Background: an optimization exercise with open tools, aiming at small area. Do not read the settings as production practice.
RTL that was checked went through simulation tests only; none was proved equivalent to the original.
Power and IR drop assume default switching activity.

==> run C: inputs <==
Design afi_phy_top, start of the top module:
module afi_phy_top
(
	input logic pll_afi_clk,
	input logic reset,
	input logic [afi_phy_pkg::AFI_CMD_W-1:0] afi_cmd,
	input logic [afi_phy_pkg::AFI_WR_W-1:0] afi_wr,
	input logic [8-1:0] paddr,
	input logic psel,
	input logic penable,
	input logic pwrite,
	input logic [32-1:0] pwdata,
	output logic [32-1:0] prdata,
	output logic pready,
	output logic pslverr,
	output logic [afi_phy_pkg::MEM_BUS_W-1:0] mem,
	output logic mem_ck_en,
	output logic [8-1:0] calib_skip_steps
);
==> module afi_delay_line, before the edit <==
module afi_delay_line
#(
	parameter int W = 1,
	parameter int DEPTH = 8
)
(
	input logic pll_afi_clk,
	input logic [DEPTH-1:0] sel,
	input logic [W-1:0] d,
	output logic [W-1:0] q
);
	logic [W-1:0] stage [DEPTH-1];
	logic [W-1:0] nxt;
	for (genvar b = 0; b < W; b++)
	begin : g_bit
		logic [DEPTH-1:0] taps;
		always_comb
		begin
			taps[0] = d[b];
			for (int k = 1; k < DEPTH; k++)
				taps[k] = stage[k-1][b];
		end
		afi_sel_bit #(
			.N(DEPTH)
		) u_sel (
			.sel(sel),
			.taps(taps),
			.y(nxt[b])
		);
	end
	always_ff @(posedge pll_afi_clk)
	begin
		stage[0] <= d;
		for (int i = 1; i < DEPTH - 1; i++)
			stage[i] <= stage[i-1];
		q <= nxt;
	end
endmodule
==> module afi_sel_bit, before the edit <==
module afi_sel_bit
#(
	parameter int N = 8
)
(
	input logic [N-1:0] sel,
	input logic [N-1:0] taps,
	output logic y
);
	logic n0, n1;
	afi_aoi222 u_a0 (.a(sel[2:0]), .b(taps[2:0]), .y(n0));
	afi_aoi222 u_a1 (.a(sel[5:3]), .b(taps[5:3]), .y(n1));
	assign y = ~(n0 & n1) | (sel[6] & taps[6]) | (sel[7] & taps[7]);
endmodule
==> module afi_aoi222, before the edit <==
module afi_aoi222
(
	input logic [2:0] a,
	input logic [2:0] b,
	output logic y
);
	assign y = ~|(a & b);
endmodule
==> flow/config.mk <==
export PLATFORM = sky130hd
export DESIGN_NAME = afi_phy_top
export DESIGN_NICKNAME = afi_phy_top
export VERILOG_FILES = /design/flow/design.v
export SDC_FILE = /design/flow/constraint.sdc
export NUM_CORES = 4
export LEC_CHECK = 0
export CAP_MARGIN = 20
export CORE_MARGIN = 2
export CORE_UTILIZATION = 70
export CTS_CLUSTER_DIAMETER = 100
export CTS_CLUSTER_SIZE = 30
export SLEW_MARGIN = 20
export SYNTH_HIERARCHICAL = 1
export SYNTH_MINIMUM_KEEP_SIZE = 0
==> flow/constraint.sdc <==
create_clock -name core_clock -period 5.0 [get_ports {pll_afi_clk}]
set_input_delay 1.0000 -clock core_clock [delete_from_list [all_inputs] [get_ports {pll_afi_clk}]]
set_output_delay 1.0000 -clock core_clock [all_outputs]
set_load 0.01 [all_outputs]
run.sh (not shown) runs the stock make flow with config.mk's settings and CLKGATE_MAP_FILE= SYNTH_SCRIPT=/design/flow/synth_recipe.tcl, a recipe that flattens the netlist after the stock synthesis.
==> inputs of run H, as changes to run C <==
--- a/flow/design.v
+++ b/flow/design.v
@@ -55,22 +55,11 @@
 );
 	logic [W-1:0] stage [DEPTH-1];
 	logic [W-1:0] nxt;
-	for (genvar b = 0; b < W; b++)
-	begin : g_bit
-		logic [DEPTH-1:0] taps;
-		always_comb
-		begin
-			taps[0] = d[b];
-			for (int k = 1; k < DEPTH; k++)
-				taps[k] = stage[k-1][b];
-		end
-		afi_sel_bit #(
-			.N(DEPTH)
-		) u_sel (
-			.sel(sel),
-			.taps(taps),
-			.y(nxt[b])
-		);
+	always_comb
+	begin
+		nxt = {W{sel[0]}} & d;
+		for (int k = 1; k < DEPTH; k++)
+			nxt = nxt | ({W{sel[k]}} & stage[k-1]);
 	end
 	always_ff @(posedge pll_afi_clk)
 	begin
@@ -96,28 +85,6 @@
 			sel[k] = ~reset && (tap == 3'(k)) && (age >= 3'(k));
 	end
 endmodule
-module afi_sel_bit
-#(
-	parameter int N = 8
-)
-(
-	input logic [N-1:0] sel,
-	input logic [N-1:0] taps,
-	output logic y
-);
-	logic n0, n1;
-	afi_aoi222 u_a0 (.a(sel[2:0]), .b(taps[2:0]), .y(n0));
-	afi_aoi222 u_a1 (.a(sel[5:3]), .b(taps[5:3]), .y(n1));
-	assign y = ~(n0 & n1) | (sel[6] & taps[6]) | (sel[7] & taps[7]);
-endmodule
-module afi_aoi222
-(
-	input logic [2:0] a,
-	input logic [2:0] b,
-	output logic y
-);
-	assign y = ~|(a & b);
-endmodule
 module addr_cmd_path
 (
 	input logic pll_afi_clk,
- ABC_AREA: not set -> 1
- CORE_UTILIZATION: 70 -> 40
- CTS_BUF_LIST: not set -> sky130_fd_sc_hd__clkbuf_4 sky130_fd_sc_hd__clkbuf_8
- CTS_CLUSTER_DIAMETER: 100 -> not set
- CTS_CLUSTER_SIZE: 30 -> not set
- SYNTH_HIERARCHICAL: 1 -> not set
- SYNTH_MINIMUM_KEEP_SIZE: 0 -> not set
==> inputs of run M, as changes to run C <==
==> flow/flow/run.sh (new file) <==
#!/bin/bash
# Standard ORFS layout, with the port buffers made of the smallest buffer
# cell instead of the one buffer_ports picks by default.
set -euo pipefail
bash standard.sh "BUFFER_PORTS_ARGS=-buffer_cell sky130_fd_sc_hd__buf_1" finish > standard_make.log 2>&1
==> flow/standard.sh (new file) <==
#!/bin/bash
# synth_recipe.tcl (not shown) runs the flow's synth.tcl, then flattens the netlist and writes it again
# the make line also repeats each setting of config.mk as NAME=value (left out here)
make -C /OpenROAD-flow-scripts/flow DESIGN_CONFIG=/design/flow/config.mk WORK_HOME=/design/flow/orfs CLKGATE_MAP_FILE= SYNTH_SCRIPT=/design/flow/synth_recipe.tcl "${@:-finish}"
removed: flow/run.sh
==> run summary <==
# TYPE chip_impl_metric gauge
chip_impl_metric{name="worst_path_largest_cell_delay",unit="ns"} 0.57
chip_impl_metric{name="critical_path_cell_count",unit=""} 7
chip_impl_metric{name="yosysWarnings",unit=""} 11
chip_impl_info{name="timing.rr.end",value="u_wr.u_wr_dly.q[29]"} 1
chip_impl_metric{name="core-area",unit="mm²"} 0.0451
chip_impl_metric{name="period_minus_slack",unit="ns"} 4.06
chip_impl_metric{name="post_drt_wl_per_cell",unit="µm"} 15.1
chip_impl_info{name="status",value="timing/DRC/antenna clean"} 1
chip_impl_metric{name="post-layout-total-power",unit="mW"} 10.4
the above is filed under run H

==> run summary <==
# TYPE chip_impl_metric gauge
chip_impl_info{name="status",value="timing/DRC/antenna clean"} 1
chip_impl_metric{name="critical_path_cell_count",unit=""} 4
chip_impl_metric{name="post-layout-total-power",unit="mW"} 7.74
chip_impl_metric{name="yosysWarnings",unit=""} 17
chip_impl_metric{name="core-area",unit="mm²"} 0.0219
chip_impl_metric{name="worst_path_largest_cell_delay",unit="ns"} 0.58
chip_impl_metric{name="post_drt_wl_per_cell",unit="µm"} 20.3
the above is filed under run C

==> run summary <==
# TYPE chip_impl_metric gauge
chip_impl_metric{name="period_minus_slack",unit="ns"} 3.23
chip_impl_info{name="timing.rr.end",value="u_wr.u_wr_dly.q[20]"} 1
chip_impl_info{name="status",value="timing/DRC/antenna clean"} 1
chip_impl_metric{name="core-area",unit="mm²"} 0.0219
chip_impl_metric{name="post_drt_wl_per_cell",unit="µm"} 18.9
chip_impl_metric{name="critical_path_cell_count",unit=""} 4
chip_impl_metric{name="post-layout-total-power",unit="mW"} 7.65
chip_impl_metric{name="worst_path_largest_cell_delay",unit="ns"} 0.59
the above is filed under run M

No functional check of the RTL was part of run H.

what the ideal ports hide:
How much do the figures lean on ideal ports? The routed layouts below were timed once more, with nothing changed but the port constraints.
Step 1 (the two cells are an assumption about what drives the block):
set clk [get_ports {pll_afi_clk}]
set_driving_cell -lib_cell sky130_fd_sc_hd__clkbuf_16 $clk
set_driving_cell -lib_cell sky130_fd_sc_hd__buf_2 [delete_from_list [all_inputs] $clk]
Step 2, shift: input delay + t, output delay - t, t = (earliest + latest rising clock arrival at the registers) / 2. This alone moves slack from input paths to output paths.
a / b / c = ideal ports / drivers / drivers and shift; a / b = the first two.
run | t, ns | setup WS [ns] | worst data-port slew with drivers (ns)
run C | 0.601 | 0.997 / 0.972 / 0.972 | 0.06
run H | 0.715 | 0.935 / 0.912 / 0.912 | 0.08
run M | 0.597 | 1.771 / 1.750 / 1.712 | 0.07
After both steps setup and hold are still met in every run listed. For run M, which loses most, drivers alone change the setup slack by -0.021 ns; drivers and shift together by -0.059 ns.
